Background: an optimization exercise with open tools, aiming at small area, a short achievable clock period and few clock cycles per item. Do not read the settings as production practice. The RTL was checked by simulation tests, not by an equivalence proof against the original design.

==> trial 16: inputs <==
## binomial_coefficient_unit
module binomial_coefficient_unit (
  input  logic                            clk_i,
  input  logic                            rst_ni,
  input  logic                            req_valid_i,
  output logic                            req_ready_o,
  input  logic [bcu_pkg::ArgWidth-1:0]    req_total_n_i,
  input  logic [bcu_pkg::ArgWidth-1:0]    req_choose_k_i,
  output logic                            rsp_valid_o,
  input  logic                            rsp_ready_i,
  output logic [bcu_pkg::CoefWidth-1:0]   rsp_coefficient_o,
  output logic [bcu_pkg::StatusWidth-1:0] rsp_status_o
);
  typedef enum logic [2:0] {
    StIdle  = 3'd0,
    StFirst = 3'd1,    
    StMul   = 3'd2,    
    StResp  = 3'd3,    
    StRespF = 3'd4,    
    StRespT = 3'd5,    
    StRespM = 3'd6     
  } state_e;
  state_e                         state_q, state_d;
  logic [7:0]                     n_q, n_d;       
  logic [5:0]                     k_q, k_d;       
  logic [7:0]                     lo_q, lo_d;     
  logic [7:0]                     x_q, x_d;       
  logic [7:0]                     lo2_q, lo2_d;   
  logic [7:0]                     x2_q, x2_d;     
  logic [14:0]                    f2_q, f2_d;     
  logic                           w_q, w_d;       
  logic [2:0]                     e3_q, e3_d;     
  logic [1:0]                     e5_q, e5_d;     
  logic [1:0]                     e7_q, e7_d;
  logic [1:0]                     e11_q, e11_d;
  logic [1:0]                     e13_q, e13_d;
  logic [9:0]                     pm_q, pm_d;     
  logic [7:0]                     f_q, f_d;       
  logic [7:0]                     nb_q, nb_d;     
  logic [7:0]                     nblg_q, nblg_d;  
  logic [bcu_pkg::CoefWidth-1:0]  coef_q, coef_d;
  typedef enum logic [2:0] {
    TkRange = 3'd0,    
    TkOvf   = 3'd1,    
    TkOne   = 3'd2,    
    TkN     = 3'd3,    
    TkMul   = 3'd4     
  } tk_e;
  tk_e                            tk_q, tk_d;     
  bcu_pkg::status_e               status_q, status_d;
  logic       take;
  logic [7:0] rq_n, rq_k, rq_nk, rq_kp, rq_lo;
  logic       rq_range, rq_ovf, rq_k0, rq_k1;
  logic       last_mul, mul_take;
  assign mul_take    = (state_q == StMul) && !w_q && (last_mul || (nb_q == '0));
  ...
clock: 7.0 ns
lec_check: 0
abc_area: 1
cap_margin: 20
core_margin: 2
core_utilization: 40
setup_slack_margin: 0.8
slew_margin: 20
run.sh (not shown) runs the stock make flow with config.mk's settings and CLKGATE_MAP_FILE= SYNTH_SCRIPT=/design/flow/synth_recipe.tcl, a recipe that flattens the netlist after the stock synthesis.
==> inputs of trial 57, as changes to trial 16 <==
--- a/flow/design.v
+++ b/flow/design.v
@@ -8014,54 +8014,41 @@
   output logic [bcu_pkg::StatusWidth-1:0] rsp_status_o
 );
   typedef enum logic [2:0] {
     StIdle  = 3'd0,
     StFirst = 3'd1,    
     StMul   = 3'd2,    
     StResp  = 3'd3,    
     StRespF = 3'd4,    
-    StRespT = 3'd5,    
-    StRespM = 3'd6     
+    StRespT = 3'd5     
   } state_e;
   state_e                         state_q, state_d;
   logic [7:0]                     n_q, n_d;       
   logic [5:0]                     k_q, k_d;       
   logic [7:0]                     lo_q, lo_d;     
   logic [7:0]                     x_q, x_d;       
-  logic [7:0]                     lo2_q, lo2_d;   
-  logic [7:0]                     x2_q, x2_d;     
-  logic [14:0]                    f2_q, f2_d;     
-  logic                           w_q, w_d;       
   logic [2:0]                     e3_q, e3_d;     
   logic [1:0]                     e5_q, e5_d;     
   logic [1:0]                     e7_q, e7_d;
   logic [1:0]                     e11_q, e11_d;
   logic [1:0]                     e13_q, e13_d;
   logic [9:0]                     pm_q, pm_d;     
   logic [7:0]                     f_q, f_d;       
   logic [7:0]                     nb_q, nb_d;     
   logic [7:0]                     nblg_q, nblg_d;  
   logic [bcu_pkg::CoefWidth-1:0]  coef_q, coef_d;
-  typedef enum logic [2:0] {
-    TkRange = 3'd0,    
-    TkOvf   = 3'd1,    
-    TkOne   = 3'd2,    
-    TkN     = 3'd3,    
-    TkMul   = 3'd4     
-  } tk_e;
-  tk_e                            tk_q, tk_d;     
+  logic [1:0]                     tk_q, tk_d;     
   bcu_pkg::status_e               status_q, status_d;
   logic       take;
   logic [7:0] rq_n, rq_k, rq_nk, rq_kp, rq_lo;
   logic       rq_range, rq_ovf, rq_k0, rq_k1;
-  logic       last_mul, mul_take;
-  assign mul_take    = (state_q == StMul) && !w_q && (last_mul || (nb_q == '0));
+  logic       last_mul;
   assign req_ready_o = (state_q == StIdle) || ((state_q == StResp) && rsp_ready_i) ||
-                       mul_take;
+                       last_mul;
   assign take        = req_valid_i && req_ready_o;
   logic [7:0] rq_maxk;
   logic       rq_kle;           
   always_comb begin
     rq_n     = req_total_n_i;
     rq_k     = req_choose_k_i;
     rq_nk    = rq_n - rq_k;
     rq_range = rq_k > rq_n;
@@ -8158,48 +8145,43 @@
   endfunction
   logic [9:0] kpend, ksel;
   logic [7:0] kval;
   logic [2:0] e2;
   function automatic logic [2:0] ones8(input logic [7:0] a);
     ones8 = '0;
     for (int i = 0; i < 8; i++) ones8 = ones8 + 3'(a[i]);
   endfunction
-  assign e2 = ones8(n_q ^ 8'(k_q) ^ lo2_q);
+  assign e2 = ones8(n_q ^ 8'(k_q) ^ lo_q);
   logic [2:0] ke3;
   logic [1:0] ke5, ke7, ke11, ke13;
   always_comb begin
     ke3   = cnt5(kf3);
     ke5   = cnt3(kf5);
     ke7   = 2'(kf7[0]) + 2'(kf7[1]);
     ke11  = 2'(kf11[0]) + 2'(kf11[1]);
     ke13  = 2'(kf13[0]) + 2'(kf13[1]);
     kpend = pend_of(kf3, kf5, kf7, kf11, kf13, kfhi);
     ksel  = '0;
     for (int i = 0; i < 10; i++) begin
       if (kpend[i]) ksel = 10'd1 << i;
     end
     kval  = pval_of(ksel, ke3, ke5, ke7, ke11, ke13);
   end
-  logic       tab_first, tab_gen;
+  logic       gen_on;
   logic [7:0] tab_in, tab_m, tab_p;
   logic       tab_hit;
-  logic       hidden_first;     
-  assign last_mul     = (state_q == StMul) && !gen_any;
-  assign hidden_first = last_mul && w_q && (tk_q == TkMul);
-  assign tab_first    = (state_q == StFirst) || (state_q == StRespF) || hidden_first;
-  assign tab_gen      = ((state_q == StMul) && !mul_take && !hidden_first) ||
-                        (state_q == StRespM);
+  assign gen_on   = (state_q == StFirst) || (state_q == StRespF) ||
+                    ((state_q == StMul) && gen_any);
+  assign last_mul = (state_q == StMul) && !gen_any;
   always_comb begin
-    tab_in = tab_first ? x2_q : (tab_gen ? x_q : rq_n);
+    tab_in = gen_on ? x_q : rq_n;
     tab_m  = bcu_pkg::big_term(tab_in);
     tab_p  = bcu_pkg::big_prime(tab_m);
-    if (tab_first) begin
-      tab_hit = tab_m > lo2_q;
-    end else if (tab_gen) begin
+    if (gen_on) begin
       tab_hit = tab_m > lo_q;
     end else begin
       tab_hit = (tab_m > rq_k) && (tab_m > rq_nk);
     end
   end
   logic [9:0]  selb, selt;      
   logic [7:0]  vb, vt, lgb, lgt, other, lgo;
   logic        have_big, have1, have2, fits;
@@ -8245,145 +8227,115 @@
       end else begin
         gen_f = vb;
       end
     end else begin
       gen_f = nb_q;
     end
   end
   logic [bcu_pkg::CoefWidth-1:0] prod;
-  logic [bcu_pkg::CoefWidth-1:0] mul_in;
-  assign mul_in = (state_q == StRespM) ? bcu_pkg::CoefWidth'(f2_q) : coef_q;
   bcu_muldiv u_muldiv (
-    .value_i(mul_in),
+    .value_i(coef_q),
     .mul_i  (f_q),
     .prod_o (prod)
   );
-  logic first;    
-  logic mul;      
+  logic first;
   always_comb begin
     state_d  = state_q;
     n_d      = n_q;
     k_d      = k_q;
     lo_d     = lo_q;
     x_d      = x_q;
-    lo2_d    = lo2_q;
-    x2_d     = x2_q;
-    f2_d     = f2_q;
-    w_d      = w_q;
     e3_d     = e3_q;
     e5_d     = e5_q;
     e7_d     = e7_q;
     e11_d    = e11_q;
     e13_d    = e13_q;
     pm_d     = pm_q;
     f_d      = f_q;
     nb_d     = nb_q;
     nblg_d   = nblg_q;
     coef_d   = coef_q;
-    tk_d     = tk_q;
     status_d = status_q;
-    mul      = (state_q == StMul) || ((state_q == StRespM) && rsp_ready_i);
-    first    = (state_q == StFirst) || ((state_q == StRespF) && rsp_ready_i) ||
-               hidden_first;
-    if (mul) begin
-      coef_d   = prod;
-      status_d = bcu_pkg::StOk;
-      f_d      = gen_f;
-      pm_d     = pm_q & ~gen_clr;
-      if (gen_big) begin
-        nb_d   = tab_hit ? tab_p : 8'd0;
-        nblg_d = bcu_pkg::big_lg(tab_p);
-        x_d    = tab_hit ? (tab_m - 8'd1) : 8'd0;
-      end
-      state_d = gen_any ? StMul : StResp;
-    end
+    tk_d     = tk_q;
+    first    = (state_q == StFirst) || ((state_q == StRespF) && rsp_ready_i);
     if (first) begin
-      if (!hidden_first) begin
-        coef_d   = bcu_pkg::CoefWidth'(f2_q[7:0]) << e2;
-        status_d = bcu_pkg::StOk;
-      end else begin
-        f2_d     = 15'(f2_q[7:0]) << e2;
-      end
+      coef_d   = bcu_pkg::CoefWidth'(f_q) << e2;
+      status_d = bcu_pkg::StOk;
       e3_d     = ke3;
       e5_d     = ke5;
       e7_d     = ke7;
       e11_d    = ke11;
       e13_d    = ke13;
       pm_d     = kpend & ~ksel;
       nb_d     = tab_hit ? tab_p : 8'd0;
       nblg_d   = bcu_pkg::big_lg(tab_p);
       x_d      = tab_hit ? (tab_m - 8'd1) : 8'd0;
-      lo_d     = lo2_q;
-      w_d      = 1'b0;
       f_d      = (kpend != '0) ? kval : 8'd1;
-      if (hidden_first) begin
-        state_d = StRespM;
-      end else begin
-        state_d = ((kpend != '0) || tab_hit) ? StMul : StResp;
-      end
-    end
-    if (last_mul && w_q && (tk_q != TkMul)) begin
-      w_d     = 1'b0;
-      state_d = StRespT;
+      state_d  = ((kpend != '0) || tab_hit) ? StMul : StResp;
     end
     case (state_q)
+      StMul: begin
+        coef_d = prod;
+        f_d    = gen_f;
+        pm_d   = pm_q & ~gen_clr;
+        if (gen_big) begin
+          nb_d   = tab_hit ? tab_p : 8'd0;
+          nblg_d = bcu_pkg::big_lg(tab_p);
+          x_d    = tab_hit ? (tab_m - 8'd1) : 8'd0;
+        end
+        state_d = gen_any ? StMul : StResp;
+      end
       StResp: begin
         if (rsp_ready_i) begin
           state_d = StIdle;
         end
       end
       StRespT: begin
         if (rsp_ready_i) begin
           state_d = StResp;
           case (tk_q)
-            TkRange: begin
+            2'd0: begin
               status_d = bcu_pkg::StRange;
               coef_d   = '0;
             end
-            TkOvf: begin
+            2'd1: begin
               status_d = bcu_pkg::StOverflow;
               coef_d   = '0;
             end
-            TkOne: begin
+            2'd2: begin
               status_d = bcu_pkg::StOk;
               coef_d   = bcu_pkg::CoefWidth'(1);
             end
             default: begin
               status_d = bcu_pkg::StOk;
               coef_d   = bcu_pkg::CoefWidth'(n_q);
             end
           endcase
         end
       end
       default: ;
     endcase
     if (take) begin
-      n_d   = rq_n;
-      k_d   = rq_kp[5:0];
-      lo2_d = rq_lo;
-      x2_d  = tab_hit ? (tab_m - 8'd1) : 8'd0;
-      f2_d  = tab_hit ? 15'(tab_p) : 15'd1;
+      n_d     = rq_n;
+      k_d     = rq_kp[5:0];
+      lo_d    = rq_lo;
+      x_d     = tab_hit ? (tab_m - 8'd1) : 8'd0;
+      f_d     = tab_hit ? tab_p : 8'd1;
       if (rq_range) begin
-        tk_d = TkRange;
+        tk_d = 2'd0;
       end else if (rq_ovf) begin
-        tk_d = TkOvf;
+        tk_d = 2'd1;
       end else if (rq_k0) begin
-        tk_d = TkOne;
-      end else if (rq_k1) begin
-        tk_d = TkN;
+        tk_d = 2'd2;
       end else begin
-        tk_d = TkMul;
+        tk_d = 2'd3;
       end
-      if (state_q == StMul) begin
-        if (last_mul) begin
-          state_d = (rq_range || rq_ovf || rq_k0 || rq_k1) ? StRespT : StRespF;
-        end else begin
-          w_d = 1'b1;
-        end
+      if (last_mul) begin
+        state_d = (rq_range || rq_ovf || rq_k0 || rq_k1) ? StRespT : StRespF;
       end else begin
         state_d = StResp;
         if (rq_range) begin
           status_d = bcu_pkg::StRange;
           coef_d   = '0;
         end else if (rq_ovf) begin
           status_d = bcu_pkg::StOverflow;
           coef_d   = '0;
@@ -8398,40 +8350,35 @@
           end
         end
       end
     end
   end
   always_ff @(posedge clk_i or negedge rst_ni) begin
     if (!rst_ni) begin
       state_q <= StIdle;
-      w_q     <= 1'b0;
     end else begin
       state_q <= state_d;
-      w_q     <= w_d;
     end
   end
   always_ff @(posedge clk_i) begin
     n_q      <= n_d;
     k_q      <= k_d;
     lo_q     <= lo_d;
-    lo2_q    <= lo2_d;
-    x2_q     <= x2_d;
-    f2_q     <= f2_d;
     x_q      <= x_d;
     e3_q     <= e3_d;
     e5_q     <= e5_d;
     e7_q     <= e7_d;
     e11_q    <= e11_d;
     e13_q    <= e13_d;
     pm_q     <= pm_d;
     f_q      <= f_d;
     nb_q     <= nb_d;
     nblg_q   <= nblg_d;
     coef_q   <= coef_d;
     tk_q     <= tk_d;
     status_q <= status_d;
   end
   assign rsp_valid_o       = (state_q == StResp) || (state_q == StRespF) ||
-                             (state_q == StRespT) || (state_q == StRespM);
+                             (state_q == StRespT);
   assign rsp_coefficient_o = coef_q;
   assign rsp_status_o      = status_q;
 endmodule
==> notes.md <==
- In trial 16 the global-route usage is lower than in trial 57, by 1.1 points.
- Flip-flop and latch count: trial 57 is lower than trial 16 (33).
- Against trial 57, the worst setup slack of trial 16 is worse by 180 ps.
- Trial 16 completed with no timing, DRC or antenna violations. Trial 57 completed without violations.
- In trial 57 the routed wire length is lower than in trial 16, by about 0.65%.
- In trial 57 the non-clock buffer count is lower than in trial 16, by 62.
- Against trial 16, the first-iteration DRC count of trial 57 is larger by about 11%.
- Of trial 16 and trial 57, trial 16 has the higher via count (gap 2.6%, measured against trial 57).
Testbench counts of trial 16, summed over its fixed seeds: cycles 5,189, requests 1,280.
Testbench counts of trial 57, summed over its fixed seeds: cycles 5,560, requests 1,280.

[port drivers added, routing unchanged]
The flow's constraints put no driver on any port. The routed layouts listed below were extracted and timed again, unchanged, in two steps. Step 1 assumes that a clkbuf_16 drives the clock port and a buf_2 every other input. Step 2 moves the port delays by t, midway between the first and last clock arrival at a register: inputs arrive t later, outputs are due t later. That takes back most of the time a late clock gives input paths. Three values: ideal ports, drivers, drivers and shift; two values: the first two.
run | shift t [ns] | setup slack, ns | worst setup path after step 2 | latest minus earliest clock arrival (ns) | slew at the worst register clock pin (ns)
trial 16 | 0.577 | 0.707 / 0.707 / 0.623 | input to register | 0.019 / 0.019 | 0.09 / 0.09
trial 57 | 0.579 | 0.887 / 0.887 / 0.672 | input to register | 0.015 / 0.015 | 0.08 / 0.08
After both steps setup and hold are still met in every run listed. The setup slack of trial 57, which loses most, moves by 0.000 ns with the drivers and by -0.215 ns with both steps.
